From an optimization exercise on the open Yosys and OpenROAD flow, aimed at small area, a short achievable clock period and few clock cycles; shortcuts taken in it are not production practice.
Function was checked by simulation only, so behaviour that the tests miss may differ from the original.
Power is estimated from default activity; no workload was simulated.

===== flow/config.mk =====
export PLATFORM = sky130hd
export DESIGN_NAME = wasm_module_stream_parser
export DESIGN_NICKNAME = wasm_module_stream_parser
export VERILOG_FILES = /design/flow/design.v
export SDC_FILE = /design/flow/constraint.sdc
export NUM_CORES = 4
export LEC_CHECK = 0
export CAP_MARGIN = 20
export CORE_MARGIN = 2
export CORE_UTILIZATION = 40
export SLEW_MARGIN = 20

===== flow/constraint.sdc =====
create_clock -name core_clock -period 13.5 [get_ports {clk}]
set_input_delay 2.7000 -clock core_clock [delete_from_list [all_inputs] [get_ports {clk}]]
set_output_delay 2.7000 -clock core_clock [all_outputs]
set_load 0.01 [all_outputs]

===== flow/design.v =====
package wmsp_pkg;
  localparam int LENGTH_BITS_DEF = 32;
  localparam logic [31:0] HDR_MAGIC = 32'h6D73_6100;
  localparam logic [7:0]  FUNC_FORM  = 8'h60;
  localparam int OUT_DEPTH = 4;
  typedef enum logic [3:0] {
    EV_HDR_OK    = 4'd0,
    EV_BAD_HDR   = 4'd1,
    EV_SEC_START = 4'd2,
    EV_TRUNC     = 4'd3,
    EV_PARAM     = 4'd4,
    EV_RESULT    = 4'd5,
    EV_FUNCTYPE  = 4'd6,
    EV_NAMEBYTE  = 4'd7,
    EV_EXPORT    = 4'd8,
    EV_BODY      = 4'd9,
    EV_LOCALS    = 4'd10,
    EV_CODEBYTE  = 4'd11,
    EV_END       = 4'd12
  } event_t;
  localparam logic [7:0] SID_TYPES   = 8'd1;
  localparam logic [7:0] SID_FUNCS   = 8'd3;
  localparam logic [7:0] SID_EXPORTS = 8'd7;
  localparam logic [7:0] SID_BODIES  = 8'd10;
  typedef struct packed {
    logic [3:0]  event_res;
    logic [7:0]  section_id;
    logic [31:0] entry_index;
    logic [7:0]  kind;
    logic [63:0] value;
    logic        last;
  } result_t;
endpackage
module wasm_module_stream_parser #(
  parameter int LENGTH_BITS = wmsp_pkg::LENGTH_BITS_DEF
) (
  input  logic        clk,
  input  logic        rst_n,
  input  logic        in_valid,
  output logic        in_ready,
  input  logic [7:0]  in_data,
  output logic        out_valid,
  input  logic        out_ready,
  output logic [3:0]  out_event,
  output logic [7:0]  out_section_id,
  output logic [31:0] out_entry_index,
  output logic [7:0]  out_kind,
  output logic [63:0] out_value,
  output logic        out_last,
  input  logic        cfg_valid,
  output logic        cfg_ready,
  input  logic [31:0] cfg_module_length
);
  typedef enum logic [4:0] {
    S_DONE   = 5'b00000, S_HDR    = 5'b00001, S_SECID  = 5'b00010, S_SKIP   = 5'b00011,
    S_TFORM  = 5'b00100, S_TPAR   = 5'b00101, S_TRES   = 5'b00110, S_ENAME  = 5'b00111,
    S_LTYPE  = 5'b01000, S_CBYTE  = 5'b01001, S_EKIND  = 5'b01010, S_SKIPT  = 5'b01011,
    S_SECSIZE = 5'b10000, S_COUNT = 5'b10001, S_TNPAR  = 5'b10010, S_TNRES  = 5'b10011,
    S_FIDX   = 5'b10100, S_ELEN   = 5'b10101, S_EIDX   = 5'b10110, S_CSIZE  = 5'b10111,
    S_LCOUNT = 5'b11000, S_LN     = 5'b11001
  } st_t;
  localparam logic [2:0] X_NONE = 3'd0, X_T = 3'd1, X_F = 3'd2, X_X = 3'd3, X_B = 3'd4;
  localparam logic [1:0] V_HOLD = 2'd0, V_LEB = 2'd1, V_HDR = 2'd2, V_ZERO = 2'd3;
  logic        ib_v, ib1_v;
  logic [7:0]  ib_d, ib1_d;
  logic        cfg_pend_r, pend_end_r;
  logic        ov_r, olast_r, osec_r;
  logic [3:0]  oev_r;
  logic [2:0]  osel_r;
  logic [7:0]  okind_r;
  logic [63:0] oval_r;
  st_t         st_r;
  logic [8:0]  tk_r;                 
  logic        acc_nz_r, acc_hi_r;   
  logic [31:0] mlen_r;
  logic [31:0] rem_r, mrest_r, srest_r;
  logic        at_lim;               
  logic [31:0] ent_r, items_r;
  logic [7:0]  sec_r;
  logic [31:0] tl_r, fl_r, bl_r, x_r;
  logic        x_inc_r, bl_xtra_r;
  logic out_free, proc, work;
  assign out_free  = !ov_r || out_ready;
  assign in_ready  = !ib1_v;
  assign cfg_ready = !ib_v && !ib1_v;
  assign proc      = ib_v && out_free && !cfg_pend_r;
  assign work      = proc && (st_r != S_DONE);
  logic [7:0]  b;
  logic        leb_done, leb_ph;
  logic [63:0] v;
  logic        vz, v_hi;
  logic [32:0] sum;
  logic        fits;
  logic        sk_t, sk_f, sk_e, sk_c;
  logic        ent_last, items_last, srest_z, mrest_z;
  assign b        = ib_d;
  logic [9:0]  k_r;                  
  always_comb begin
    k_r[0] = !tk_r[0];
    for (int g = 1; g < 9; g++) k_r[g] = tk_r[g-1] && !tk_r[g];
    k_r[9] = tk_r[8];
  end
  assign leb_done = !b[7] || tk_r[8] || at_lim;
  assign leb_ph   = st_r[4];
  always_comb begin
    for (int g = 0; g < 9; g++) begin
      v[7*g +: 7] = tk_r[g] ? oval_r[7*g +: 7] : (b[6:0] & {7{k_r[g]}});
    end
    v[63] = tk_r[8] && b[0];
  end
  logic b_nz, b_hi;
  always_comb begin
    b_nz = tk_r[8] ? b[0] : (b[6:0] != 7'd0);
    b_hi = k_r[4] ? (b[6:4] != 3'd0) : tk_r[4] && b_nz;
  end
  assign vz   = !((acc_nz_r && tk_r[0]) || b_nz);
  assign v_hi = (acc_hi_r && tk_r[0]) || b_hi;
  assign sum  = {1'b0, rem_r} + {1'b0, ~v[31:0]};
  assign fits = sum[32] && !v_hi;
  assign sk_t = (sec_r == wmsp_pkg::SID_TYPES);
  assign sk_f = (sec_r == wmsp_pkg::SID_FUNCS);
  assign sk_e = (sec_r == wmsp_pkg::SID_EXPORTS);
  assign sk_c = (sec_r == wmsp_pkg::SID_BODIES);
  assign ent_last   = (ent_r == 32'd1);
  assign items_last = (items_r == 32'd1);
  assign srest_z    = (srest_r == 32'd0);
  assign mrest_z    = (mrest_r == 32'd0);
  function automatic logic [31:0] sat32(logic [63:0] x);
    sat32 = (x[63:32] != 32'd0) ? 32'hFFFF_FFFF : x[31:0];
  endfunction
  st_t         st_n;
  logic [8:0]  k_n;
  logic [31:0] rem_n, ent_n, items_n;
  logic        alim_n;
  logic        e0_v, e1_v;
  logic [3:0]  e0_ev;
  logic [2:0]  e0_sel;
  logic        e0_sec;
  logic [1:0]  vmode;
  logic        vtrunc, vbyte;
  logic [7:0]  kind_n;
  logic        inc_t, inc_f, inc_b, set_x_inc;
  logic        level_s, level_b;
  logic        nx_ent;    
  st_t         nx_start;
  always_comb begin
    st_n = st_r;  k_n = tk_r;
    rem_n = rem_r - 32'd1;  alim_n = (rem_r == 32'd2);
    ent_n = ent_r;  items_n = items_r;
    e0_v = 1'b0;  e1_v = 1'b0;  e0_ev = wmsp_pkg::EV_CODEBYTE;  e0_sel = X_NONE;
    e0_sec = 1'b1;
    vmode = V_HOLD;  vtrunc = 1'b0;  vbyte = 1'b0;
    kind_n = 8'd0;
    inc_t = 1'b0;  inc_f = 1'b0;  inc_b = 1'b0;  set_x_inc = 1'b0;
    nx_ent = 1'b0;  nx_start = S_TFORM;
    level_s = 1'b0;  level_b = 1'b0;
    if (leb_ph) begin
      vmode = V_LEB;
      k_n = leb_done ? 9'd0 : {tk_r[7:0], 1'b1};
    end
    unique case (st_r)
      S_HDR: begin
        vmode = V_HDR;
        k_n = {tk_r[7:0], 1'b1};
        if (k_r[0] && rem_r[31:3] == 29'd0) begin
          e0_v = 1'b1; e0_ev = wmsp_pkg::EV_BAD_HDR; e0_sec = 1'b0; vmode = V_ZERO;
          st_n = S_DONE;
        end else if (k_r[3] && {b, oval_r[31:8]} != wmsp_pkg::HDR_MAGIC) begin
          e0_v = 1'b1; e0_ev = wmsp_pkg::EV_BAD_HDR; e0_sec = 1'b0;
          st_n = S_DONE;
        end else if (k_r[7]) begin
          e0_v = 1'b1; e0_ev = wmsp_pkg::EV_HDR_OK; e0_sec = 1'b0;
          k_n = 9'd0;
          st_n = S_SECID;
          if (at_lim) begin
            e1_v = 1'b1; st_n = S_DONE;
          end
        end
      end
      S_SECID: begin
        st_n = S_SECSIZE;
        k_n = 9'd0;
        if (at_lim) begin
          e0_v = 1'b1; e0_ev = wmsp_pkg::EV_SEC_START; vmode = V_ZERO;
          e1_v = 1'b1; st_n = S_DONE;
        end
      end
      S_SECSIZE: if (leb_done) begin
        e0_v = 1'b1;
        e0_ev = wmsp_pkg::EV_SEC_START;
        if (vz) begin
          st_n = S_SECID;
          if (at_lim) begin
            e1_v = 1'b1; st_n = S_DONE;
          end
        end else begin
          rem_n = v[31:0];  alim_n = (v[31:0] == 32'd1);
          if (fits) begin
            st_n = (sk_t || sk_f || sk_e || sk_c) ? S_COUNT : S_SKIP;
          end else begin
            e0_ev = wmsp_pkg::EV_TRUNC;
            st_n = S_DONE;
          end
        end
      end
      S_SKIP: level_s = 1'b1;
      S_SKIPT: items_n = items_r - 32'd1;
      S_COUNT: begin
        level_s = 1'b1;
        if (leb_done) begin
          if (vz) begin
            st_n = S_SKIP;
          end else begin
            ent_n = sat32(v);
            st_n = sk_t ? S_TFORM : sk_f ? S_FIDX : sk_e ? S_ELEN : S_CSIZE;
          end
        end
      end
      S_TFORM: begin
        level_s = 1'b1;
        if (b == wmsp_pkg::FUNC_FORM) begin
          e0_v = 1'b1; e0_ev = wmsp_pkg::EV_FUNCTYPE; e0_sel = X_T; vmode = V_LEB; vbyte = 1'b1;
          inc_t = 1'b1;
          st_n = S_TNPAR;
        end else begin
          nx_ent = 1'b1; nx_start = S_TFORM;
        end
      end
      S_TNPAR: begin
        level_s = 1'b1;
        if (leb_done) begin
          items_n = sat32(v);
          st_n = vz ? S_TNRES : S_TPAR;
        end
      end
      S_TPAR: begin
        level_s = 1'b1;
        e0_v = 1'b1; e0_ev = wmsp_pkg::EV_PARAM; e0_sel = X_T; vmode = V_LEB; vbyte = 1'b1;
        items_n = items_r - 32'd1;
        if (items_last) st_n = S_TNRES;
      end
      S_TNRES: begin
        level_s = 1'b1;
        if (leb_done) begin
          items_n = sat32(v);
          if (vz) begin
            nx_ent = 1'b1; nx_start = S_TFORM;
          end else begin
            st_n = S_TRES;
          end
        end
      end
      S_TRES: begin
        level_s = 1'b1;
        e0_v = 1'b1; e0_ev = wmsp_pkg::EV_RESULT; e0_sel = X_T; vmode = V_LEB; vbyte = 1'b1;
        items_n = items_r - 32'd1;
        if (items_last) begin
          nx_ent = 1'b1; nx_start = S_TFORM;
        end
      end
      S_FIDX: begin
        level_s = 1'b1;
        if (leb_done) begin
          e0_v = 1'b1; e0_ev = wmsp_pkg::EV_FUNCTYPE; e0_sel = X_F; vtrunc = 1'b1;
          inc_f = 1'b1;
          nx_ent = 1'b1; nx_start = S_FIDX;
        end
      end
      S_ELEN: begin
        level_s = 1'b1;
        if (leb_done) begin
          items_n = v[31:0];
          st_n = (fits && !vz) ? S_ENAME : S_EKIND;
        end
      end
      S_ENAME: begin
        level_s = 1'b1;
        e0_v = 1'b1; e0_ev = wmsp_pkg::EV_NAMEBYTE; e0_sel = X_X; vmode = V_LEB; vbyte = 1'b1;
        items_n = items_r - 32'd1;
        if (items_last) st_n = S_EKIND;
      end
      S_EKIND: begin
        level_s = 1'b1;
        kind_n = b;
        k_n = 9'd0;
        if (at_lim) begin
          e0_v = 1'b1; e0_ev = wmsp_pkg::EV_EXPORT; e0_sel = X_X; vmode = V_ZERO;
          set_x_inc = 1'b1;
          nx_ent = 1'b1; nx_start = S_ELEN;
        end else begin
          st_n = S_EIDX;
        end
      end
      S_EIDX: begin
        level_s = 1'b1;
        kind_n = okind_r;
        if (leb_done) begin
          e0_v = 1'b1; e0_ev = wmsp_pkg::EV_EXPORT; e0_sel = X_X; vtrunc = 1'b1;
          set_x_inc = 1'b1;
          nx_ent = 1'b1; nx_start = S_ELEN;
        end
      end
      S_CSIZE: begin
        level_s = 1'b1;
        if (leb_done) begin
          e0_v = 1'b1;
          e0_ev = wmsp_pkg::EV_BODY; e0_sel = X_B;
          inc_b = 1'b1;
          if (vz) begin
            nx_ent = 1'b1; nx_start = S_CSIZE;
          end else begin
            rem_n = v[31:0];  alim_n = (v[31:0] == 32'd1);
            items_n = rem_r - 32'd1;
            if (fits) begin
              st_n = S_LCOUNT;
            end else begin
              e0_ev = wmsp_pkg::EV_TRUNC; e0_sel = X_NONE;
              st_n = S_SKIPT;
            end
          end
        end
      end
      S_LCOUNT: begin
        level_b = 1'b1;
        if (leb_done) begin
          items_n = sat32(v);
          st_n = vz ? S_CBYTE : S_LN;
        end
      end
      S_LN: begin
        level_b = 1'b1;
        if (leb_done) st_n = S_LTYPE;
      end
      S_LTYPE: begin
        level_b = 1'b1;
        e0_v = 1'b1; e0_ev = wmsp_pkg::EV_LOCALS; e0_sel = X_B; vmode = V_HOLD;
        kind_n = b;
        items_n = items_r - 32'd1;
        st_n = items_last ? S_CBYTE : S_LN;
      end
      S_CBYTE: begin
        level_b = 1'b1;
        e0_v = 1'b1; e0_ev = wmsp_pkg::EV_CODEBYTE; e0_sel = X_B; vmode = V_LEB; vbyte = 1'b1;
      end
      default: st_n = S_DONE;
    endcase
    if (level_b && at_lim) begin
      nx_ent = 1'b1; nx_start = S_CSIZE;
      rem_n = srest_r;  alim_n = (srest_r == 32'd1);
    end
    if (nx_ent) begin
      if (ent_last) begin
        st_n = S_SKIP;
      end else begin
        ent_n = ent_r - 32'd1;
        st_n = nx_start;
      end
    end
    if ((level_s && at_lim) || (level_b && at_lim && srest_z) || (st_r == S_SKIPT && items_last)) begin
      rem_n = mrest_r;  alim_n = (mrest_r == 32'd1);
      st_n = S_SECID;
      k_n = 9'd0;
      if (mrest_z) begin
        e1_v = 1'b1;
        st_n = S_DONE;
      end
    end
  end
  logic wk;          
  logic restart;     
  logic push;
  assign wk      = ib_v && !cfg_pend_r && (st_r != S_DONE);
  assign restart = cfg_pend_r && out_free;
  assign push    = in_valid && in_ready;
  always_ff @(posedge clk) begin
    if (!rst_n) begin
      ib_v  <= 1'b0;
      ib1_v <= 1'b0;
    end else if (proc) begin
      ib_v  <= ib1_v || push;
      ib1_v <= 1'b0;
    end else if (!ib_v) begin
      ib_v  <= push;
    end else begin
      ib1_v <= ib1_v || push;
    end
  end
  always_ff @(posedge clk) begin
    if (proc || !ib_v) ib_d <= (proc && ib1_v) ? ib1_d : in_data;
    if (ib_v && !proc && !ib1_v) ib1_d <= in_data;
  end
  always_ff @(posedge clk) begin
    if (!rst_n) begin
      cfg_pend_r <= 1'b0;
    end else if (cfg_valid && cfg_ready || out_free) begin
      cfg_pend_r <= cfg_valid && cfg_ready;
    end
  end
  always_ff @(posedge clk) begin
    if (!rst_n || out_free) begin
      ov_r <= rst_n && (pend_end_r || (wk && e0_v));
      pend_end_r <= rst_n && wk && e1_v;
    end
  end
  always_ff @(posedge clk) begin
    if (out_free && (pend_end_r || (wk && e0_v))) begin
      oev_r   <= pend_end_r ? wmsp_pkg::EV_END : e0_ev;
      osel_r  <= pend_end_r ? X_NONE : e0_sel;
      osec_r  <= !pend_end_r && e0_sec;
      olast_r <= pend_end_r || !e1_v;
    end
  end
  always_ff @(posedge clk) begin
    if (out_free && (pend_end_r || wk)) okind_r <= kind_n & {8{!pend_end_r}};
  end
  logic [63:0] oval_d;
  always_comb begin
    unique case (vmode)
      V_HDR:   oval_d = {32'd0, b, oval_r[31:8]};
      default: begin
        oval_d = v;
        if (vbyte) oval_d[7] = b[7];
        oval_d[63:32] = v[63:32] & {32{!vtrunc}};
      end
    endcase
    oval_d = oval_d & {64{vmode != V_ZERO}};
    if (pend_end_r) oval_d = {32'd0, mlen_r};
  end
  always_ff @(posedge clk) begin
    if (out_free && (pend_end_r || (wk && st_r != S_LTYPE))) oval_r <= oval_d;
  end
  always_ff @(posedge clk) begin
    if (work && leb_ph) begin
      acc_nz_r <= (acc_nz_r && tk_r[0]) || b_nz;
      acc_hi_r <= v_hi;
    end
  end
  always_ff @(posedge clk) begin
    if (!rst_n || (out_free && (cfg_pend_r || wk)))
      st_r <= st_t'((cfg_pend_r ? ((rem_r == 32'd0) ? S_DONE : S_HDR) : st_n) & {5{rst_n}});
  end
  always_ff @(posedge clk) begin
    if (cfg_valid && cfg_ready || work) begin
      rem_r  <= (cfg_valid && cfg_ready) ? cfg_module_length : rem_n;
      at_lim <= (cfg_valid && cfg_ready) ? (cfg_module_length == 32'd1) : alim_n;
    end
  end
  always_ff @(posedge clk) begin
    if (restart) mlen_r <= rem_r;
    if (out_free && (cfg_pend_r || wk)) tk_r <= cfg_pend_r ? 9'd0 : k_n;
  end
  always_ff @(posedge clk) begin
    if (work && st_r == S_SECSIZE) mrest_r <= sum[31:0];
    if (work && st_r == S_CSIZE) srest_r <= sum[31:0];
    if (work) begin
      ent_r   <= ent_n;
      items_r <= items_n;
    end
    if (work && st_r == S_SECID) sec_r <= b;
  end
  logic [31:0] inc_in, inc_out;
  assign inc_in  = x_inc_r ? x_r : (st_r == S_TFORM) ? tl_r : (st_r == S_FIDX) ? fl_r : bl_r;
  assign inc_out = inc_in + 32'd1;
  always_ff @(posedge clk) begin
    if (out_free && (cfg_pend_r || wk && inc_t)) tl_r <= cfg_pend_r ? '1 : inc_out;
    if (out_free && (cfg_pend_r || wk && inc_f)) fl_r <= cfg_pend_r ? '1 : inc_out;
    if (out_free && (cfg_pend_r || wk && inc_b && !bl_xtra_r)) bl_r <= cfg_pend_r ? '1 : inc_out;
    if (out_free && (cfg_pend_r || wk && inc_b)) bl_xtra_r <= !cfg_pend_r && !vz && !fits;
    if (out_free && (cfg_pend_r || x_inc_r))     x_r  <= cfg_pend_r ? '0 : inc_out;
    if (out_free) x_inc_r <= !cfg_pend_r && !x_inc_r && wk && set_x_inc;
  end
  assign out_valid       = ov_r;
  assign out_event       = oev_r;
  assign out_section_id  = osec_r ? sec_r : 8'd0;
  assign out_kind        = okind_r;
  assign out_value       = oval_r;
  assign out_last        = olast_r;
  always_comb begin
    unique case (osel_r)
      X_T:     out_entry_index = tl_r;
      X_F:     out_entry_index = fl_r;
      X_X:     out_entry_index = x_r;
      X_B:     out_entry_index = bl_r;
      default: out_entry_index = 32'd0;
    endcase
  end
endmodule

===== flow/flow/run.sh =====
#!/bin/bash
# Layout flow: the standard flow (standard synthesis, floorplan, power
# grid, placement, CTS, routing), with these changes to how cells are chosen:
#  - every input and output port still gets its own buffer, but a plain
#    sky130_fd_sc_hd__buf_1 instead of the default delay buffer;
#  - clock tree synthesis uses clkbuf_8 buffers and inserts no dummy loads;
#  - timing repair aims for 9 ns of setup slack at the (unchanged) clock
#    period, so that it works on paths that already meet it.
# The constraints (constraint.sdc, clock period) are the standard flow's, unchanged.
# All of the make output goes to flow.log in this folder; each ORFS step
# also writes its own log under orfs/logs/.
set -euo pipefail
cd "$(dirname "$0")/.."
export BUFFER_PORTS_ARGS="-buffer_cell sky130_fd_sc_hd__buf_1"
export SETUP_SLACK_MARGIN=9
export CTS_ARGS="-sink_clustering_enable -repair_clock_nets -dont_use_dummy_load -buf_list sky130_fd_sc_hd__clkbuf_8"
if ! bash standard.sh finish > flow.log 2>&1; then
  tail -n 40 flow.log
  exit 1
fi

===== flow/standard.sh =====
#!/bin/bash
# synth_recipe.tcl (not shown) runs the flow's synth.tcl, then flattens the netlist and writes it again
# the make line also repeats each setting of config.mk as NAME=value (left out here)
make -C /OpenROAD-flow-scripts/flow DESIGN_CONFIG=/design/flow/config.mk WORK_HOME=/design/flow/orfs CLKGATE_MAP_FILE= SYNTH_SCRIPT=/design/flow/synth_recipe.tcl "${@:-finish}"

==> impl_metrics.json, run 1 <==
{
  "status": "complete, no violations",
  "die_x_um": 260.2,
  "antenna_found_initial": 2,
  "r2r_cells": 9,
  "holdWs_ns": 0.5286,
  "grt_pass1_vias": 22550,
  "cts_buffers": 82,
  "cp.arrival_ns": 2.16,
  "final_antenna_net_count": 0,
  "maxSlewHeadroom_pct": 31.71,
  "synth_seq_cells": 449,
  "core_area_mm2": 0.06470,
  "fin_skew_ns": 0.08497,
  "insertion_delay_ns": 0.69,
  "start_util_pct": 40.60,
  "clockBufferDepth": 3,
  "viasPerCell": 6.305,
  "dp_hpwl_um": 66260,
  "root_buffer": "clkbuf_8",
  "grt.total_usage_pct": 28.14,
  "final_util_pct": 46.28,
  "fin_nets": 2958,
  "synthTopCellsByCount": "edfxtp_1, nand2_1, nor2_1",
  "routed_wl_um": 97520,
  "hold_class": "flop to flop",
  "ys_types": 97,
  "cts_tree": "built",
  "synth_top_cell_by_area": "edfxtp_1",
  "design_area_mm2": 0.02994,
  "r2r_slack_ns": 9.06,
  "cp-end-kind": "output port",
  "fmax_mhz": 205.6,
  "hold_buffers": 0,
  "period_minus_slack_ns": 4.865,
  "overflow": 0,
  "num_vias": 23520,
  "port_buffers": 164,
  "gp_congestion": 1.022,
  "worstHoldStart": "mlen_r[20]",
  "synthFlopType": "edfxtp_1",
  "cts_sinks": 449,
  "worstSetupStartpoint": "osel_r[2]",
  "syn_area_mm2": 0.02627,
  "drv_slew": 0,
  "synth.avg_cell_area_um2": 9.696,
  "start_kind": "flop",
  "cap_viol_max_count": 0,
  "peakVddDrop_mv": 0.08179,
  "cp_max_fo": 8,
  "clkTransAtPathRegs_ns": 0.06,
  "drive_gt1_share_pct": 12.00,
  "first_pass_iters": 9,
  "synth_cells": 2709,
  "hold_end": "oval_r[20]",
  "syn_nets": 2790,
  "rows": 93,
  "critPathRequiredTime_ns": 10.80,
  "hold_depth": 2,
  "tns_ns": 0,
  "synth-edff-count": 446,
  "final_cells": 3731,
  "areaGrowthSynthToFinish_pct": 13.99,
  "powerDensity_mw_per_mm2": 165.6,
  "synth_area_leaders": "edfxtp_1, nand2_1, o21ai_0, nor2_1, a21oi_1",
  "fp.dieH_um": 260.2,
  "setup_violations": 0,
  "grt_max_degree": 72,
  "grt_pass1_wl_um": 143300,
  "htree_levels": 3,
  "synth_seq_area_share_pct": 51.22,
  "leakage_uw": 0.009965,
  "criticalPathCategory": "flop to output port",
  "wl_per_cell_um": 26.14,
  "dieArea_mm2": 0.06773,
  "dp_cells": 3622,
  "rsz0062_at_grt": "yes",
  "finalCritPeriodShare_pct": 36.04,
  "r2r-end": "ent_r[5]",
  "drtIter0Drc": 3112,
  "synth.most_common_cell": "edfxtp_1",
  "reg2reg_from": "st_r[3]",
  "synth_top_area_share_pct": 50.99,
  "drc": 0,
  "pin_count": 165,
  "yosys_warnings": 1,
  "hold_viol_final": 0,
  "dpl_cell_area_mm2": 0.02791,
  "worst_pin_slew_ns": 1.024,
  "async_flop_share_pct": 0
}
[where the power goes]
| group | switching (uW) | internal, uW | leakage [uW] | total, uW |
|---|---|---|---|---|
| logic | 1230 | 608 | 0.00520 | 1840 |
| clock network | 536 | 532 | 0.000590 | 1070 |
| registers | 189 | 1860 | 0.00417 | 2050 |
[what timing repair did]
action | in CTS | in global routing
gates resized for setup | 85 | 59
pin swaps | 9 | 39
setup endpoints to repair | 94 | 135
cloned | 4 | 4
setup buffers | 17 | 1
[cell usage in the layout, fill, tap and decap left out, types with 11 or more instances in the layout]
cell type,Yosys,routed
or3_1,18,18
a211oi_1,33,33
edfxtp_1,446,446
o21ai_0,247,245
o211ai_1,47,47
or2_2,12,11
buf_1,8,132
nor2_1,266,261
nand2_1,384,376
ha_1,35,35
and3_1,15,15
nand3_1,57,54
mux2i_1,20,18
nor4_1,52,49
a221oi_1,16,16
mux2_2,13,13
o22ai_1,38,38
clkbuf_8,0,82
xor2_1,46,46
nand2b_1,18,18
o221ai_1,14,14
nor3_1,62,58
and2_1,27,24
a22oi_1,90,47
a31oi_1,23,22
nor2b_1,24,24
a21oi_1,160,158
nand4_1,29,29
a21o_1,22,22
buf_2,14,23
buf_6,4,20
a22oi_2,0,43
inv_1,54,54
or4_1,14,14
xnor2_1,73,73
buf_4,1,69
[critical path: stages, from the launching register on]
cell	delay [ns]
edfxtp_1	0.44
buf_6	0.15
nor3b_4	0.23
buf_6	0.16
clkbuf_16	0.17
a22oi_1	0.09
nand2_1	0.11
buf_2	0.15
[metrics by stage]
stage,setup WS [ns],total power (uW)
floorplan,8.786,3172
global placement,8.339,3767
detailed placement,8.289,3783
CTS,8.585,4888
global route,8.587,5183
finish,8.635,4958
[cells by family (layout without fill, tap and decap cells)]
group,Yosys count,in the layout,share of synthesized area [%]
muxes,33,33,1.320
buffers and inverters,231,396,3.497
xor gates and xnor gates,119,119,3.968
adders and majority gates,40,40,1.896
AOI/OAI and AO/OA,801,801,19.35
and+or+nand+nor,1036,1037,18.75
other,0,1,0
DFF,449,449,51.22
[flip-flops by register name (all words and copies together) (netlist names), 4 cells and up]
register	cells
oval_r	64
bl_r	32
ent_r	32
fl_r	32
items_r	32
mlen_r	32
mrest_r	32
rem_r	32
srest_r	32
tl_r	32
x_r	32
tk_r	9
ib1_d	8
ib_d	8
okind_r	8
sec_r	8
st_r	5
oev_r	4
[how the worst max path moves through the flow]
stage / endpoint / cells after the start
global placement: oev_r[1] / 13
detailed placement: oev_r[1] / 13
finish: out_entry_index[28] / 7
CTS: out_entry_index[3] / 7
floorplan: mrest_r[0] / 3
global route: out_entry_index[16] / 6
[layer usage]
metal	vias up	wire, um	part of all wire [%]	track usage, %
met4	2	5021	5.1	13.37
met2	1417	42290	43	42.16
met3	280	10210	10	6.462
met1	11340	39980	41	38.51
li1	10490	-	-	-
met5	-	19	0.019	0
[final cells by class]
type,count,area [um^2]
Fill cell,6177,34760
Inverter,57,217.7
Timing Repair Buffer,257,1662
Antenna cell,1,2.502
Clock buffer,82,1129
Tap cell,855,1070
Sequential cell,449,13450
Multi-Input combinational cell,2030,12410
Testbench counts, summed over its fixed seeds: cycles 31,454.
==> run 2, diff against run 1 <==
--- a/flow/flow/run.sh
+++ b/flow/flow/run.sh
@@ -6,3 +6,3 @@
 #  - clock tree synthesis uses clkbuf_8 buffers and inserts no dummy loads;
-#  - timing repair aims for 9 ns of setup slack at the (unchanged) clock
+#  - timing repair aims for 10 ns of setup slack at the (unchanged) clock
 #    period, so that it works on paths that already meet it.
@@ -14,3 +14,3 @@
 export BUFFER_PORTS_ARGS="-buffer_cell sky130_fd_sc_hd__buf_1"
-export SETUP_SLACK_MARGIN=9
+export SETUP_SLACK_MARGIN=10
 export CTS_ARGS="-sink_clustering_enable -repair_clock_nets -dont_use_dummy_load -buf_list sky130_fd_sc_hd__clkbuf_8"
==> impl_metrics.json, run 2 <==
{
  "areaGrowthSynthToFinish_pct": 33.41,
  "cts_buffers": 84,
  "fin_nets": 3276,
  "dpl_cell_area_mm2": 0.02824,
  "viasPerCell": 6.350,
  "nFillCells": 5678,
  "synth_top_area_share_pct": 50.99,
  "worst_path_max_delay_cell": "edfxtp_1",
  "start_util_pct": 40.60,
  "synthFlopType": "edfxtp_1",
  "synth_seq_cells": 449,
  "path_cells": "buf_6, nor3b_4, buf_6, buf_12, buf_16, a22oi_1, nand2_1, buf_2",
  "cp-end-kind": "output port",
  "drc": 0,
  "ys_types": 97,
  "cp.arrival_ns": 2.27,
  "maxSlewHeadroom_pct": 31.00,
  "htree_levels": 3,
  "rows": 93,
  "fin_skew_ns": 0.09344,
  "drtIter0Drc": 3097,
  "hold_viol_final": 0,
  "core_area_mm2": 0.06470,
  "overflow": 0,
  "clkTransAtPathRegs_ns": 0.06,
  "dieArea_mm2": 0.06773,
  "root_buffer": "clkbuf_8",
  "cap_viol_max_count": 0,
  "synth.most_common_cell": "edfxtp_1",
  "yosys_warnings": 1,
  "syn_nets": 2790,
  "crit_path_frequent_cell": "buf_6",
  "critPathRequiredTime_ns": 10.80,
  "layout_commonest_cell": "edfxtp_1",
  "synth_top_cell_by_area": "edfxtp_1",
  "grt_max_degree": 72,
  "cts_tree": "built",
  "clockBufferDepth": 3,
  "regMostFlops": "oval_r",
  "peakVddDrop_mv": 0.09599,
  "seqPwrFrac_pct": 35.4,
  "powerDensity_mw_per_mm2": 163.4,
  "final_cells": 4049,
  "design_area_mm2": 0.03504,
  "setup_violations": 0,
  "finalPower_uw": 5727,
  "die_x_um": 260.2,
  "port_buffers": 164,
  "switchingPower_uw": 2273,
  "cp_max_fo": 8,
  "synth_area_leaders": "edfxtp_1, nand2_1, o21ai_0, nor2_1, a21oi_1",
  "synthTopCellsByCount": "edfxtp_1, nand2_1, nor2_1",
  "start_kind": "flop",
  "mostFrequentLayoutCells": "edfxtp_1, nand2_1, buf_4",
  "first_pass_iters": 8,
  "criticalPathCategory": "flop to output port",
  "synth-edff-count": 446,
  "tns_ns": 0,
  "finalCritPeriodShare_pct": 36.79,
  "clkPwrFrac_pct": 19.0,
  "setup_ws_ns": 8.533,
  "seq_area_mm2": 0.01346,
  "p_int_uw": 3454,
  "dp_cells": 3623,
  "pin_count": 165,
  "num_vias": 25710,
  "syn_area_mm2": 0.02627,
  "wl_per_cell_um": 27.68,
  "period_minus_slack_ns": 4.967,
  "gp_congestion": 1.000,
  "synth.avg_cell_area_um2": 9.696,
  "fp.dieH_um": 260.2,
  "insertion_delay_ns": 0.70,
  "worst_pin_slew_ns": 1.024,
  "leakage_uw": 0.01241,
  "synth_seq_area_share_pct": 51.22,
  "grt.total_usage_pct": 31.49,
  "grt_pass1_vias": 24270,
  "antenna_found_initial": 4,
  "slowest_delay_ns": 0.46,
  "final_antenna_net_count": 0,
  "rsz0062_at_grt": "yes",
  "combPwrFrac_pct": 45.6,
  "hold_class": "flop to flop",
  "switching_share_pct": 39.69,
  "drv_slew": 0,
  "grt_pass1_wl_um": 159100,
  "dp_hpwl_um": 69330,
  "routed_wl_um": 112100,
  "drive_gt1_share_pct": 31.10,
  "largest_reg_flops": 64,
  "fmax_mhz": 201.3,
  "synth_cells": 2709,
  "status": "complete, no violations",
  "cts_sinks": 449,
  "async_flop_share_pct": 0,
  "multi_input_area_mm2": 0.01430,
  "dp_slack_ns": 8.092
}
[run 2: power groups by stage]
stage | clock network, uW | logic, uW | registers [uW]
floorplan | 0 | 1210 | 1990
CTS | 1100 | 2240 | 2010
global placement | 0 | 1780 | 2050
finish | 1090 | 2610 | 2030
global route | 1150 | 2750 | 2040
detailed placement | 0 | 1800 | 2050
[run 2: path summary, 6_finish.rpt]
| path | start | endpoint | slack [ns] | cells after the start |
|---|---|---|---|---|
| worst max-delay path | osel_r[0] | out_entry_index[6] | 8.53 | 8 |
| worst min-delay path | mlen_r[23] | oval_r[23] | 0.49 | 2 |
| worst max register to register | tk_r[0] | st_r[4] | 9.67 | 17 |
| worst min register to register | mlen_r[23] | oval_r[23] | 0.49 | 2 |
[run 2: routing by layer]
metal  routed length (um)  GRT usage [%]  up-vias
li1                     -              -    11120
met1                43070          40.98    12550
met2                51010          50.18     1657
met3                11440          6.696      389
met4                 6533          14.75        2
met5                    9              0        -
[run 2: critical path: cells and delay by family (launching register included)]
kind	cells	cell delay [ns]
and+or+nand+nor	2	0.30
buffers and inverters	5	0.72
DFF	1	0.46
AOI/OAI and AO/OA	1	0.09
[run 2: repair_timing]
action                     in CTS  in global routing
resized for setup             314                359
setup buffers                 208                112
setup endpoints to repair     755                373
pin swaps                      85                100
gates cloned                   12                  9
hold buffers                    0                  0
[run 2: layout make-up]
type	count	area share (%)
repair buffers	570	13.62
inverters	57	0.7499
diodes	1	0.007142
multi-input cells	2031	40.81
flip-flops and latches	449	38.42
clock buffers	84	3.299
well taps	855	3.053
repair inverters	2	0.04285
[run 2: stage by stage]
| stage | util [%] | hold WS (ns) |
|---|---|---|
| 6_report | 54.16 | 0.4855 |
| 5_1_grt | 54.16 | 0.5105 |
| 4_1_cts | 50.55 | 0.4862 |
| 3_5_place_dp | 43.66 | 0.5134 |
| 3_3_place_gp | 43.66 | 0.5161 |
| 2_1_floorplan | - | 0.4244 |
[run 2: kinds of logic (layout without fill, tap and decap cells)]
family,after synthesis,count (layout),synth area share [%]
AOI/OAI and AO/OA,801,801,19.35
xor gates and xnor gates,119,119,3.968
adders and majority gates,40,40,1.896
buffers and inverters,231,713,3.497
DFF,449,449,51.22
muxes,33,33,1.320
other,0,1,0
and+or+nand+nor,1036,1038,18.75
==> run 3, diff against run 2 <==
--- a/flow/design.v
+++ b/flow/design.v
@@ -61,3 +61,3 @@
   } st_t;
-  localparam logic [2:0] X_NONE = 3'd0, X_T = 3'd1, X_F = 3'd2, X_X = 3'd3, X_B = 3'd4;
+  localparam logic [3:0] X_NONE = 4'b0000, X_T = 4'b0001, X_F = 4'b0010, X_X = 4'b0100, X_B = 4'b1000;
   localparam logic [1:0] V_HOLD = 2'd0, V_LEB = 2'd1, V_HDR = 2'd2, V_ZERO = 2'd3;
@@ -68,3 +68,3 @@
   logic [3:0]  oev_r;
-  logic [2:0]  osel_r;
+  logic [3:0]  osel_r;
   logic [7:0]  okind_r;
@@ -136,3 +136,3 @@
   logic [3:0]  e0_ev;
-  logic [2:0]  e0_sel;
+  logic [3:0]  e0_sel;
   logic        e0_sec;
@@ -478,9 +478,4 @@
   always_comb begin
-    unique case (osel_r)
-      X_T:     out_entry_index = tl_r;
-      X_F:     out_entry_index = fl_r;
-      X_X:     out_entry_index = x_r;
-      X_B:     out_entry_index = bl_r;
-      default: out_entry_index = 32'd0;
-    endcase
+    out_entry_index = (tl_r & {32{osel_r[0]}}) | (fl_r & {32{osel_r[1]}}) |
+                      (x_r & {32{osel_r[2]}}) | (bl_r & {32{osel_r[3]}});
   end
--- a/flow/flow/run.sh
+++ b/flow/flow/run.sh
@@ -6,3 +6,3 @@
 #  - clock tree synthesis uses clkbuf_8 buffers and inserts no dummy loads;
-#  - timing repair aims for 10 ns of setup slack at the (unchanged) clock
+#  - timing repair aims for 9 ns of setup slack at the (unchanged) clock
 #    period, so that it works on paths that already meet it.
@@ -14,3 +14,3 @@
 export BUFFER_PORTS_ARGS="-buffer_cell sky130_fd_sc_hd__buf_1"
-export SETUP_SLACK_MARGIN=10
+export SETUP_SLACK_MARGIN=9
 export CTS_ARGS="-sink_clustering_enable -repair_clock_nets -dont_use_dummy_load -buf_list sky130_fd_sc_hd__clkbuf_8"
==> impl_metrics.json, run 3 <==
{
  "status": "complete, no violations",
  "synth_seq_cells": 450,
  "insertion_delay_ns": 0.69,
  "powerDensity_mw_per_mm2": 167.7,
  "synthTopCellsByCount": "edfxtp_1, nand2_1, nor2_1",
  "hold_depth": 0,
  "final_antenna_net_count": 0,
  "finalCritPeriodShare_pct": 33.12,
  "core_area_mm2": 0.06598,
  "layout_commonest_cell": "edfxtp_1",
  "mostFrequentLayoutCells": "edfxtp_1, nand2_1, nor2_1",
  "period_minus_slack_ns": 4.471,
  "cap_viol_max_count": 0,
  "grt.total_usage_pct": 27.28,
  "regMostFlops": "oval_r",
  "async_flop_share_pct": 0,
  "synth.avg_cell_area_um2": 9.784,
  "worstHoldStart": "ib_d[6]",
  "worst-path-buf-inv": 2,
  "wl_per_cell_um": 25.91,
  "fin_skew_ns": 0.08776,
  "dieArea_mm2": 0.06889,
  "dp_hpwl_um": 67080,
  "syn_area_mm2": 0.02672,
  "design_area_mm2": 0.02962,
  "cp_max_fo": 32,
  "fin_nets": 2952,
  "synth.most_common_cell": "edfxtp_1",
  "hold_class": "flop to flop",
  "synthFlopType": "edfxtp_1",
  "leakage_uw": 0.009652,
  "peakVddDrop_mv": 0.08555,
  "drv_slew": 0,
  "final_cells": 3735,
  "port_buffers": 164,
  "cts_sinks": 450,
  "holdWs_ns": 0.4809,
  "synth_area_leaders": "edfxtp_1, nand2_1, nor2_1, o21ai_0, a21oi_1",
  "root_buffer": "clkbuf_8",
  "drc": 0,
  "start_util_pct": 40.50,
  "yosys_warnings": 1,
  "tns_ns": 0,
  "cts_buffers": 82,
  "worst_pin_slew_ns": 1.123,
  "drtIter0Drc": 2793,
  "synth_seq_area_share_pct": 50.46,
  "clockBufferDepth": 3,
  "viasPerCell": 6.327,
  "slowest_delay_ns": 0.34,
  "setup_violations": 0,
  "fp.dieH_um": 262.5,
  "fmax_mhz": 223.7,
  "synth_top_area_share_pct": 50.23,
  "antenna_found_initial": 5,
  "path_cells": "buf_6, a22oi_1, nand2_1, buf_1",
  "areaGrowthSynthToFinish_pct": 10.84,
  "synth-edff-count": 447,
  "criticalPathCategory": "flop to output port",
  "maxSlewHeadroom_pct": 24.87,
  "cts_tree": "built",
  "pin_count": 165,
  "crit_family": "buffers and inverters",
  "hold_end": "sec_r[6]",
  "dpl_cell_area_mm2": 0.02830,
  "hold_viol_final": 0,
  "r2r_slack_ns": 9.16,
  "rows": 94,
  "overflow": 0,
  "r2r-end": "olast_r",
  "cp-end-kind": "output port",
  "htree_levels": 3,
  "ys_types": 102,
  "first_pass_iters": 6,
  "largest_reg_flops": 64,
  "grt_pass1_vias": 22630,
  "r2r_cells": 10,
  "worst_path_max_delay_cell": "edfxtp_1",
  "gp_congestion": 0.9772,
  "critPathRequiredTime_ns": 10.80,
  "grt_pass1_wl_um": 144300,
  "cp.arrival_ns": 1.77,
  "syn_nets": 2812,
  "rsz0062_at_grt": "yes",
  "synth_top_cell_by_area": "edfxtp_1",
  "drive_gt1_share_pct": 9.202,
  "clkTransAtPathRegs_ns": 0.06,
  "grt_max_degree": 85,
  "routed_wl_um": 96770,
  "die_x_um": 262.5,
  "dp_cells": 3646,
  "reg2reg_from": "st_r[1]",
  "num_vias": 23630,
  "start_kind": "flop",
  "synth_cells": 2731
}
run 3: changes by cell type after synthesis, sizes merged, moves of 23 or more:
cell,delta
a211oi,+36
a21oi,+26
buf,+23
nand2,-53
o21ai,-67
o22ai,-27
run 3: where the power goes:
group          total (uW)  leakage, uW  internal, uW  switching (uW)
Sequential           2040      0.00418          1860             184
Clock                1060     0.000590           532             525
Combinational        1870      0.00488           605            1260
Total                4970      0.00965          3000            1970
run 3: worst max path at each step:
| stage | startpoint | to | depth (start not counted) |
|---|---|---|---|
| after global routing | osel_r[0] | out_entry_index[28] | 4 |
| after CTS | osel_r[0] | out_entry_index[0] | 4 |
| after global placement | tk_r[0] | st_r[3] | 13 |
| final | osel_r[1] | out_entry_index[0] | 4 |
| after detailed placement | tk_r[0] | oev_r[0] | 13 |
| after floorplan | out_ready | mrest_r[0] | 3 |
run 3: layout make-up:
cell class	instances	area, um^2
fillers	6285	36360
flip-flops and latches	450	13480
multi-input cells	2040	12450
repair buffers	243	1254
clock buffers	82	1129
well taps	864	1081
inverters	53	206.4
repair inverters	1	5.005
diodes	2	5.005
run 3: cells by family (layout without fill, tap and decap cells):
| group | after synthesis | count (layout) | share of synthesized area [%] |
|---|---|---|---|
| and+or+nand+nor | 1061 | 1061 | 19.45 |
| AOI/OAI and AO/OA | 772 | 772 | 18.63 |
| DFF | 450 | 450 | 50.46 |
| buffers and inverters | 241 | 379 | 3.798 |
| xor gates and xnor gates | 118 | 118 | 3.868 |
| muxes | 49 | 49 | 1.934 |
| adders and majority gates | 40 | 40 | 1.864 |
| other | 0 | 2 | 0 |
run 3: what timing repair did:
item                                    CTS  global route
endpoints found under the setup margin   51            80
hold buffers                              0             0
pin swaps                                 1             3
gates resized for setup                  13            24
cloned                                    0             1
buffers inserted                          3             1
run 3: through the flow:
step | power [uW] | util (%) | worst slack (ns)
floorplan | 3196 | - | 8.841
global placement | 3826 | 42.89 | 8.326
detailed placement | 3849 | 42.89 | 8.170
CTS | 4922 | 44.72 | 8.968
global route | 5190 | 44.88 | 8.936
finish | 4967 | 44.89 | 9.029
run 3: layer usage:
metal  up-vias  global-route usage (%)  routed length, um
li1      10550                       -                  -
met1     11600                   37.66              40110
met2      1268                   42.45              43690
met3       207                   5.079               9465
met4         4                   10.80               3473
met5         -                       0                 23
Testbench counts of run 3, summed over its fixed seeds: cycles 31,454.
==> run 4, diff against run 3 <==
--- a/flow/flow/run.sh
+++ b/flow/flow/run.sh
@@ -6,3 +6,3 @@
 #  - clock tree synthesis uses clkbuf_8 buffers and inserts no dummy loads;
-#  - timing repair aims for 9 ns of setup slack at the (unchanged) clock
+#  - timing repair aims for 9.5 ns of setup slack at the (unchanged) clock
 #    period, so that it works on paths that already meet it.
@@ -14,3 +14,3 @@
 export BUFFER_PORTS_ARGS="-buffer_cell sky130_fd_sc_hd__buf_1"
-export SETUP_SLACK_MARGIN=9
+export SETUP_SLACK_MARGIN=9.5
 export CTS_ARGS="-sink_clustering_enable -repair_clock_nets -dont_use_dummy_load -buf_list sky130_fd_sc_hd__clkbuf_8"
==> impl_metrics.json, run 4 <==
{
  "status": "complete, no violations",
  "worstHoldStart": "mlen_r[4]",
  "setup_violations": 0,
  "worstSetupStartpoint": "osel_r[2]",
  "combPwrFrac_pct": 39.8,
  "dieArea_mm2": 0.06889,
  "viasPerCell": 6.323,
  "cts_tree": "built",
  "hold_depth": 2,
  "grt_max_degree": 82,
  "powerDensity_mw_per_mm2": 164.6,
  "r2r_cells": 11,
  "cts_sinks": 450,
  "nFillCells": 6245,
  "rows": 94,
  "finalCritPeriodShare_pct": 33.13,
  "port_buffers": 164,
  "regMostFlops": "oval_r",
  "synth.most_common_cell": "edfxtp_1",
  "gp_congestion": 0.9703,
  "synthFlopType": "edfxtp_1",
  "cts_buffers": 80,
  "fmax_mhz": 223.6,
  "p_int_uw": 3075,
  "synth_top_area_share_pct": 50.23,
  "reg2reg_from": "st_r[3]",
  "criticalPathCategory": "flop to output port",
  "synth.avg_cell_area_um2": 9.784,
  "start_util_pct": 40.50,
  "start_kind": "flop",
  "dp_slack_ns": 8.057,
  "die_x_um": 262.5,
  "insertion_delay_ns": 0.69,
  "drive_gt1_share_pct": 16.68,
  "critPathRequiredTime_ns": 10.80,
  "syn_nets": 2812,
  "clkTransAtPathRegs_ns": 0.06,
  "synth_top_cell_by_area": "edfxtp_1",
  "wl_per_cell_um": 26.42,
  "synth_seq_cells": 450,
  "synthTopCellsByCount": "edfxtp_1, nand2_1, nor2_1",
  "worst_pin_slew_ns": 1.012,
  "final_antenna_net_count": 0,
  "yosys_warnings": 1,
  "overflow": 0,
  "clkPwrFrac_pct": 20.5,
  "maxSlewHeadroom_pct": 32.32,
  "synth_seq_area_share_pct": 50.46,
  "leakage_uw": 0.01043,
  "htree_levels": 3,
  "rsz0062_at_grt": "yes",
  "layout_commonest_cell": "edfxtp_1",
  "areaGrowthSynthToFinish_pct": 16.07,
  "grt.total_usage_pct": 28.36,
  "syn_area_mm2": 0.02672,
  "period_minus_slack_ns": 4.473,
  "grt_pass1_vias": 23120,
  "hold_class": "flop to flop",
  "mostFrequentLayoutCells": "edfxtp_1, nand2_1, nor2_1",
  "async_flop_share_pct": 0,
  "fin_nets": 3057,
  "dp_hpwl_um": 67890,
  "synth-edff-count": 447,
  "routed_wl_um": 101400,
  "cp_max_fo": 6,
  "root_buffer": "clkbuf_8",
  "hold_buffers": 0,
  "peakVddDrop_mv": 0.08776,
  "core_area_mm2": 0.06598,
  "fin_skew_ns": 0.09514,
  "clockBufferDepth": 3,
  "ys_types": 102,
  "antenna_found_initial": 1,
  "cap_viol_max_count": 0,
  "drtIter0Drc": 3154,
  "pin_count": 165,
  "hold_viol_final": 0,
  "largest_reg_flops": 64,
  "cp.arrival_ns": 1.77,
  "setup_ws_ns": 9.027,
  "tns_ns": 0,
  "num_vias": 24270,
  "fp.dieH_um": 262.5,
  "seqPwrFrac_pct": 39.7,
  "switching_share_pct": 39.76,
  "drv_slew": 0,
  "cp-end-kind": "output port",
  "switchingPower_uw": 2030,
  "grt_pass1_wl_um": 149300,
  "first_pass_iters": 6,
  "synth_area_leaders": "edfxtp_1, nand2_1, nor2_1, o21ai_0, a21oi_1",
  "drc": 0,
  "synth_cells": 2731
}
==> run 4: cell counts after synthesis <==
No cell type changed its count.
==> run 4: worst paths after layout <==
check | slack (ns) | end
worst max-delay path | 9.03 | out_entry_index[12]
worst min register to register | 0.49 | oval_r[4]
worst max register to register | 9.52 | olast_r
worst min-delay path | 0.49 | oval_r[4]
==> run 4: per-stage QoR <==
stage	total power (uW)	hold WS, ns	util (%)	cells	instance area, um^2
after floorplan	3198	0.4206	-	2731	26860
after global routing	5334	0.5088	47.01	3839	31010
after global placement	3833	0.5088	42.91	3644	28310
final	5105	0.4918	47.01	3839	31010
after CTS	4988	0.4876	45.96	3789	30330
after detailed placement	3857	0.5190	42.92	3644	28320
==> run 4: per-layer routing <==
metal  vias to the layer above  GRT usage (%)  part of all wire, %
met4                         0          11.74                  4.4
met3                       258          5.632                  9.2
met1                     11890          38.18                   41
met5                         -              0                    0
met2                      1368          44.77                   46
li1                      10760              -                    -
==> run 4: power by group through the flow <==
stage	registers [uW]	clock network, uW	logic [uW]
5_1_grt	2040	1130	2170
2_1_floorplan	1980	0	1210
4_1_cts	2030	1070	1890
3_5_place_dp	2070	0	1790
6_report	2030	1050	2030
3_3_place_gp	2060	0	1770
==> run 4: cell type report <==
type | count | area, um^2 | area share, %
Antenna cell | 1 | 2.502 | 0.008068
Clock buffer | 80 | 1101 | 3.550
Inverter | 53 | 214.0 | 0.6899
Multi-Input combinational cell | 2040 | 12790 | 41.25
Sequential cell | 450 | 13490 | 43.50
Tap cell | 864 | 1081 | 3.486
Timing Repair Buffer | 349 | 2315 | 7.463
Timing Repair inverter | 2 | 15.01 | 0.04841
==> run 4: critical path, stage by stage (launching register included) <==
cell,delay (ns)
edfxtp_1,0.37
buf_6,0.17
buf_12,0.16
a22oi_2,0.19
nand2_1,0.10
buf_2,0.15
==> run 4: cells by family (layout without fill, tap and decap cells) <==
| kind of cell | Yosys count | in the layout | share of synthesized area, % |
|---|---|---|---|
| AO/OA/AOI/OAI | 772 | 772 | 18.63 |
| AND/OR/NAND/NOR | 1061 | 1061 | 19.45 |
| flip-flops | 450 | 450 | 50.46 |
| buffers and inverters | 241 | 484 | 3.798 |
| other | 0 | 1 | 0 |
| multiplexers | 49 | 49 | 1.934 |
| adder cells (fa/ha/maj) | 40 | 40 | 1.864 |
| XOR/XNOR | 118 | 118 | 3.868 |
==> run 4: timing repair <==
action / 4_1_cts / 5_1_grt
buffers inserted: 61 / 49
pin swaps: 20 / 30
resized for setup: 105 / 113
endpoints found under the setup margin: 285 / 220
gates cloned: 4 / 0
==> run 5, diff against run 4 <==
--- a/flow/design.v
+++ b/flow/design.v
@@ -115,4 +115,4 @@
   end
-  assign vz   = !((acc_nz_r && tk_r[0]) || b_nz);
-  assign v_hi = (acc_hi_r && tk_r[0]) || b_hi;
+  assign vz   = !(acc_nz_r || b_nz);
+  assign v_hi = acc_hi_r || b_hi;
   assign sum  = {1'b0, rem_r} + {1'b0, ~v[31:0]};
@@ -432,5 +432,5 @@
   always_ff @(posedge clk) begin
-    if (work && leb_ph) begin
-      acc_nz_r <= (acc_nz_r && tk_r[0]) || b_nz;
-      acc_hi_r <= v_hi;
+    if (out_free && (cfg_pend_r || wk)) begin
+      acc_nz_r <= !cfg_pend_r && k_n[0] && (acc_nz_r || b_nz);
+      acc_hi_r <= !cfg_pend_r && k_n[0] && v_hi;
     end
--- a/flow/flow/run.sh
+++ b/flow/flow/run.sh
@@ -6,3 +6,3 @@
 #  - clock tree synthesis uses clkbuf_8 buffers and inserts no dummy loads;
-#  - timing repair aims for 9.5 ns of setup slack at the (unchanged) clock
+#  - timing repair aims for 9 ns of setup slack at the (unchanged) clock
 #    period, so that it works on paths that already meet it.
@@ -14,3 +14,3 @@
 export BUFFER_PORTS_ARGS="-buffer_cell sky130_fd_sc_hd__buf_1"
-export SETUP_SLACK_MARGIN=9.5
+export SETUP_SLACK_MARGIN=9
 export CTS_ARGS="-sink_clustering_enable -repair_clock_nets -dont_use_dummy_load -buf_list sky130_fd_sc_hd__clkbuf_8"
==> impl_metrics.json, run 5 <==
{
  "status": "complete, no violations",
  "grt_pass1_wl_um": 143700,
  "hold_viol_final": 0,
  "synth_cells": 2752,
  "cts_tree": "built",
  "multi_input_area_mm2": 0.01262,
  "routed_wl_um": 98540,
  "leakage_uw": 0.009974,
  "wl_met2_um": 43290,
  "layout_commonest_cell": "edfxtp_1",
  "htree_levels": 3,
  "syn_area_mm2": 0.02657,
  "synth_top_cell_by_area": "edfxtp_1",
  "drv_slew": 0,
  "mostFrequentLayoutCells": "edfxtp_1, nand2_1, nor2_1",
  "wl_per_cell_um": 26.14,
  "maxSlewHeadroom_pct": 22.03,
  "grt_max_degree": 84,
  "synth.most_common_cell": "edfxtp_1",
  "met3WireLength_um": 10040,
  "wl_met1_um": 40320,
  "start_kind": "flop",
  "fmax_mhz": 217.3,
  "worst_path_max_delay_cell": "nor4_1",
  "first_pass_iters": 6,
  "period_minus_slack_ns": 4.603,
  "dpl_cell_area_mm2": 0.02826,
  "seq_area_mm2": 0.01348,
  "pin_count": 165,
  "clkTransAtPathRegs_ns": 0.06,
  "synthFlopType": "edfxtp_1",
  "criticalPathCategory": "flop to flop",
  "rows": 94,
  "cp_max_fo": 70,
  "setup_violations": 0,
  "antenna_found_initial": 4,
  "largest_reg_flops": 64,
  "synth_seq_area_share_pct": 50.75,
  "fin_nets": 2988,
  "insertion_delay_ns": 0.72,
  "tns_ns": 0,
  "worst_pin_slew_ns": 1.165,
  "cap_viol_max_count": 0,
  "num_vias": 24000,
  "crit_family": "simple AND/OR/NAND/NOR gates",
  "synthTopCellsByCount": "edfxtp_1, nand2_1, nor2_1",
  "design_area_mm2": 0.03003,
  "root_buffer": "clkbuf_8",
  "cp.arrival_ns": 4.98,
  "fin_skew_ns": 0.1231,
  "core_area_mm2": 0.06575,
  "r2r_slack_ns": 8.90,
  "synth_top_area_share_pct": 50.53,
  "fp.dieH_um": 261.7,
  "gp_congestion": 0.9747,
  "worst-path-buf-inv": 1,
  "die_x_um": 261.7,
  "overflow": 0,
  "synth_seq_cells": 450,
  "synth.avg_cell_area_um2": 9.653,
  "slowest_delay_ns": 0.92,
  "dieArea_mm2": 0.06849,
  "syn_nets": 2833,
  "drtIter0Drc": 2881,
  "drc": 0,
  "port_buffers": 164,
  "peakVddDrop_mv": 0.08620,
  "routed.top_layer": "met4",
  "synth-edff-count": 447,
  "clockBufferDepth": 3,
  "cp-end-kind": "flop",
  "regMostFlops": "oval_r",
  "finalCritPeriodShare_pct": 34.10,
  "path_cells": "nor4bb_4, nand3_1, nor4_1, a21oi_1, o31a_2, buf_4, or4b_1, a31oi_1",
  "ys_types": 86,
  "nFillCells": 6274,
  "start_util_pct": 40.41,
  "synth_area_leaders": "edfxtp_1, nand2_1, o21ai_0, nor2_1, a21oi_1",
  "dp_hpwl_um": 66580,
  "async_flop_share_pct": 0,
  "cts_sinks": 450,
  "drive_gt1_share_pct": 11.12,
  "rsz0062_at_grt": "yes",
  "viasPerCell": 6.367,
  "areaGrowthSynthToFinish_pct": 13.05,
  "final_antenna_net_count": 0,
  "grt.total_usage_pct": 27.87,
  "grt_pass1_vias": 22440,
  "yosys_warnings": 1,
  "critPathRequiredTime_ns": 13.88,
  "cts_buffers": 81,
  "hold_class": "flop to flop",
  "powerDensity_mw_per_mm2": 179.6
}
## run 5: cell count changes after synthesis, sizes merged, moves of 9 or more
cell	before	now
buf	50	35
a211oi	69	36
a21oi	186	174
or3	18	27
nand2	331	380
clkbuf	137	146
inv	51	42
o211ai	27	39
nor3	75	57
o21ai	189	235
xnor2	87	71
xor2	31	46
nor2b	31	43
## run 5: worst reg2reg max path, cell delays in order (launching register included)
cell      delay, ns
edfxtp_1       0.71
nor4bb_4       0.72
nand3_1        0.22
nor4_1         0.92
a21oi_1        0.09
o31a_2         0.18
buf_4          0.33
or4b_1         0.64
a31oi_1        0.52
## run 5: final timing paths
check,end,cells after the start,startpoint
worst max-delay path,at_lim,8,at_lim
worst min-delay path,sec_r[4],0,ib_d[4]
worst max register to register,at_lim,8,at_lim
worst min register to register,sec_r[4],0,ib_d[4]
## run 5: what timing repair did
action,in CTS,in global routing
pin swaps,4,41
endpoints found under the hold margin,0,0
setup endpoints to repair,42,125
setup buffers,5,3
hold buffers,0,0
gates resized for setup,14,124
cloned,2,5
## run 5: final cells by class
class / count / area share [%]
flip-flops and latches: 450 / 44.90
multi-input cells: 2078 / 42.02
repair buffers: 252 / 5.179
clock buffers: 81 / 3.712
well taps: 864 / 3.600
inverters: 43 / 0.5666
repair inverters: 1 / 0.01667
diodes: 1 / 0.008333
## run 5: cell families after synthesis
family / synth area share (%)
AOI/OAI and AO/OA: 18.35
xor gates and xnor gates: 3.857
adders and majority gates: 1.875
buffers and inverters: 3.287
DFF: 50.75
muxes: 1.842
and+or+nand+nor: 20.04
## run 5: power by group
part	total, uW	switching [uW]	internal, uW
logic	2200	1470	725
registers	2140	219	1920
clock network	1060	534	526
## run 5: metal layers
| layer | GRT usage, % | vias up |
|---|---|---|
| li1 | - | 10620 |
| met1 | 38.17 | 11690 |
| met2 | 42.36 | 1433 |
| met3 | 5.691 | 256 |
| met4 | 13.13 | 0 |
| met5 | 0 | - |
## run 5: stage by stage
step                      util [%]  setup WS [ns]  std cells  hold slack (ns)  total power, uW
final                        45.68          8.897       3770           0.4825             5393
after global routing         45.68          8.863       3770           0.5087             5637
after CTS                    44.88          8.851       3760           0.4915             5305
after detailed placement     42.98          8.337       3672           0.4834             4232
after global placement       42.98          8.380       3672           0.4781             4196
after floorplan                  -          8.877       2752           0.4244             3473
Testbench counts of run 5, summed over its fixed seeds: cycles 31,454.
==> run 6, diff against run 5 <==
--- a/flow/design.v
+++ b/flow/design.v
@@ -115,4 +115,4 @@
   end
-  assign vz   = !(acc_nz_r || b_nz);
-  assign v_hi = acc_hi_r || b_hi;
+  assign vz   = !((acc_nz_r && tk_r[0]) || b_nz);
+  assign v_hi = (acc_hi_r && tk_r[0]) || b_hi;
   assign sum  = {1'b0, rem_r} + {1'b0, ~v[31:0]};
@@ -432,5 +432,5 @@
   always_ff @(posedge clk) begin
-    if (out_free && (cfg_pend_r || wk)) begin
-      acc_nz_r <= !cfg_pend_r && k_n[0] && (acc_nz_r || b_nz);
-      acc_hi_r <= !cfg_pend_r && k_n[0] && v_hi;
+    if (work && leb_ph) begin
+      acc_nz_r <= (acc_nz_r && tk_r[0]) || b_nz;
+      acc_hi_r <= v_hi;
     end
--- a/flow/flow/run.sh
+++ b/flow/flow/run.sh
@@ -5,3 +5,3 @@
 #    sky130_fd_sc_hd__buf_1 instead of the default delay buffer;
-#  - clock tree synthesis uses clkbuf_8 buffers and inserts no dummy loads;
+#  - clock tree synthesis uses clkbuf_4 buffers and inserts no dummy loads;
 #  - timing repair aims for 9 ns of setup slack at the (unchanged) clock
@@ -15,3 +15,3 @@
 export SETUP_SLACK_MARGIN=9
-export CTS_ARGS="-sink_clustering_enable -repair_clock_nets -dont_use_dummy_load -buf_list sky130_fd_sc_hd__clkbuf_8"
+export CTS_ARGS="-sink_clustering_enable -repair_clock_nets -dont_use_dummy_load -buf_list sky130_fd_sc_hd__clkbuf_4"
 if ! bash standard.sh finish > flow.log 2>&1; then
==> impl_metrics.json, run 6 <==
{
  "synth_cells": 2731,
  "syn_area_mm2": 0.02672,
  "seq_area_mm2": 0.01349,
  "viasPerCell": 6.302,
  "grt.total_usage_pct": 27.72,
  "drc": 0,
  "hold_buffers": 0,
  "port_buffers": 164,
  "worst_pin_slew_ns": 1.121,
  "synth_seq_area_share_pct": 50.46,
  "dp_hpwl_um": 67080,
  "clkTransAtPathRegs_ns": 0.06,
  "final_util_pct": 44.80,
  "maxSlewHeadroom_pct": 24.68,
  "pin_count": 165,
  "synth.avg_cell_area_um2": 9.784,
  "hold_viol_final": 0,
  "drtIter0Drc": 2806,
  "cap_viol_max_count": 0,
  "synth.most_common_cell": "edfxtp_1",
  "synth_top_area_share_pct": 50.23,
  "synthTopCellsByCount": "edfxtp_1, nand2_1, nor2_1",
  "drv_slew": 0,
  "routed_wl_um": 97820,
  "setup_violations": 0,
  "grt_pass1_vias": 23080,
  "async_flop_share_pct": 0,
  "rows": 94,
  "rsz0062_at_grt": "yes",
  "criticalPathCategory": "flop to output port",
  "slowest_delay_ns": 0.41,
  "cp_max_fo": 32,
  "cts_tree": "built",
  "powerDensity_mw_per_mm2": 165.7,
  "dp_slack_ns": 8.170,
  "synthFlopType": "edfxtp_1",
  "peakVddDrop_mv": 0.09138,
  "insertion_delay_ns": 0.93,
  "areaGrowthSynthToFinish_pct": 10.63,
  "largest_reg_flops": 64,
  "synth-edff-count": 447,
  "yosys_warnings": 1,
  "final_antenna_net_count": 0,
  "mostFrequentLayoutCells": "edfxtp_1, nand2_1, nor2_1",
  "grt_max_degree": 85,
  "drive_gt1_share_pct": 11.04,
  "tns_ns": 0,
  "cts_sinks": 450,
  "die_x_um": 262.5,
  "start_kind": "flop",
  "synth_seq_cells": 450,
  "cp.arrival_ns": 2.04,
  "dieArea_mm2": 0.06889,
  "fmax_mhz": 210.8,
  "worst_path_max_delay_cell": "edfxtp_1",
  "core_area_mm2": 0.06598,
  "root_buffer": "clkbuf_4",
  "antenna_found_initial": 5,
  "worst-path-buf-inv": 2,
  "layout_commonest_cell": "edfxtp_1",
  "design_area_mm2": 0.02956,
  "wl_per_cell_um": 25.78,
  "leakage_uw": 0.009713,
  "grt_pass1_wl_um": 145800,
  "htree_levels": 4,
  "ys_types": 102,
  "cp-end-kind": "output port",
  "critPathRequiredTime_ns": 10.80,
  "fp.dieH_um": 262.5,
  "finalCritPeriodShare_pct": 35.14,
  "synth_top_cell_by_area": "edfxtp_1",
  "start_util_pct": 40.50,
  "crit_family": "flip-flops",
  "first_pass_iters": 8,
  "num_vias": 23910,
  "gp_congestion": 0.9772,
  "synth_area_leaders": "edfxtp_1, nand2_1, nor2_1, o21ai_0, a21oi_1",
  "fin_nets": 3008,
  "dpl_cell_area_mm2": 0.02830,
  "hold_class": "flop to flop",
  "setup_ws_ns": 8.756,
  "nFillCells": 6373,
  "syn_nets": 2812,
  "path_cells": "buf_12, a22oi_1, nand2_1, clkbuf_2",
  "cts_buffers": 131,
  "status": "complete, no violations",
  "multi_input_area_mm2": 0.01246,
  "period_minus_slack_ns": 4.744,
  "regMostFlops": "oval_r",
  "fin_skew_ns": 0.09011,
  "overflow": 0,
  "clockBufferDepth": 3
}
-- run 6: timing repair --
action / 4_1_cts / 5_1_grt
pin swaps: 2 / 4
cloned: 0 / 1
endpoints found under the setup margin: 54 / 97
gates resized for setup: 19 / 23
setup buffers: 9 / 2
-- run 6: power breakdown --
group | internal (uW) | switching [uW]
Sequential | 1860 | 184
Combinational | 609 | 1270
Clock | 439 | 541
-- run 6: logic make-up after synthesis --
| logic type | after synthesis | share of synthesized area [%] |
|---|---|---|
| XOR/XNOR | 118 | 3.868 |
| AND/OR/NAND/NOR | 1061 | 19.45 |
| flip-flops | 450 | 50.46 |
| buffers and inverters | 241 | 3.798 |
| adder cells (fa/ha/maj) | 40 | 1.864 |
| AO/OA/AOI/OAI | 772 | 18.63 |
| multiplexers | 49 | 1.934 |
-- run 6: per-stage QoR --
step,hold slack (ns),power [uW],cells
detailed placement,0.4651,3849,3646
global placement,0.4703,3826,3646
CTS,0.4809,4852,3786
finish,0.4728,4898,3794
floorplan,0.4206,3196,2731
global route,0.5055,5139,3792
-- run 6: final timing paths --
check,startpoint,end,slack (ns),depth (start not counted)
worst max-delay path,osel_r[0],out_entry_index[0],8.76,4
worst min-delay path,ib_d[6],sec_r[6],0.47,0
worst max register to register,items_r[18],olast_r,9.16,9
worst min register to register,ib_d[6],sec_r[6],0.47,0
-- run 6: layout make-up --
cell class,count,area share (%)
sequential,450,45.62
multi-input combinational,2040,42.14
timing repair buffer,250,4.499
tap,864,3.657
clock buffer,131,3.327
inverter,53,0.6984
antenna,5,0.04232
timing repair inverter,1,0.01693
-- run 6: routing by layer --
metal | GRT usage (%) | wire, um | up-vias
li1 | - | - | 10700
met1 | 37.27 | 39830 | 11580
met2 | 42.40 | 44040 | 1391
met3 | 7.084 | 10250 | 241
met4 | 11.90 | 3700 | 0
met5 | 0 | 0 | -
-- run 6: worst register-to-register path: cells and delay by family, from the launching register on --
kind	cells	cell delay [ns]
AOI/OAI and AO/OA	2	0.77
buffers and inverters	1	0.44
and+or+nand+nor	6	2.40
DFF	1	0.45
Testbench counts of run 6, summed over its fixed seeds: cycles 31,454.

[afterwards: timing with drivers on the ports]
How much do the figures lean on ideal ports? The routed layouts below were timed once more, with nothing changed but the port constraints. Step 1 assumes that a clkbuf_16 drives the clock port and a buf_2 every other input. Step 2 times the ports against the registers' clock, not the clock port: input delays grow and output delays shrink by t, the midpoint of the rising clock arrivals with the driver on. a / b / c = ideal / step 1 / step 2; a / b = the first two.
run | shift t [ns] | slack for setup (ns) | worst hold slack (ns) | clock arrival spread, ns
run 1 | 0.706 | 8.635 / 8.576 / 8.591 | 0.529 / 0.529 / 0.529 | 0.089 / 0.089
run 2 | 0.714 | 8.533 / 8.476 / 9.170 | 0.486 / 0.486 / 0.486 | 0.099 / 0.100
run 3 | 0.703 | 9.029 / 8.975 / 8.488 | 0.481 / 0.481 / 0.481 | 0.089 / 0.090
run 4 | 0.700 | 9.027 / 8.969 / 8.916 | 0.492 / 0.492 / 0.492 | 0.095 / 0.095
run 5 | 0.721 | 8.897 / 8.874 / 8.624 | 0.482 / 0.482 / 0.482 | 0.123 / 0.123
run 6 | 0.943 | 8.756 / 8.701 / 8.508 | 0.473 / 0.473 / 0.473 | 0.090 / 0.091
After both steps setup and hold are still met in every run listed. The setup slack of run 3, which loses most, moves by -0.054 ns with the drivers and by -0.541 ns with both steps.
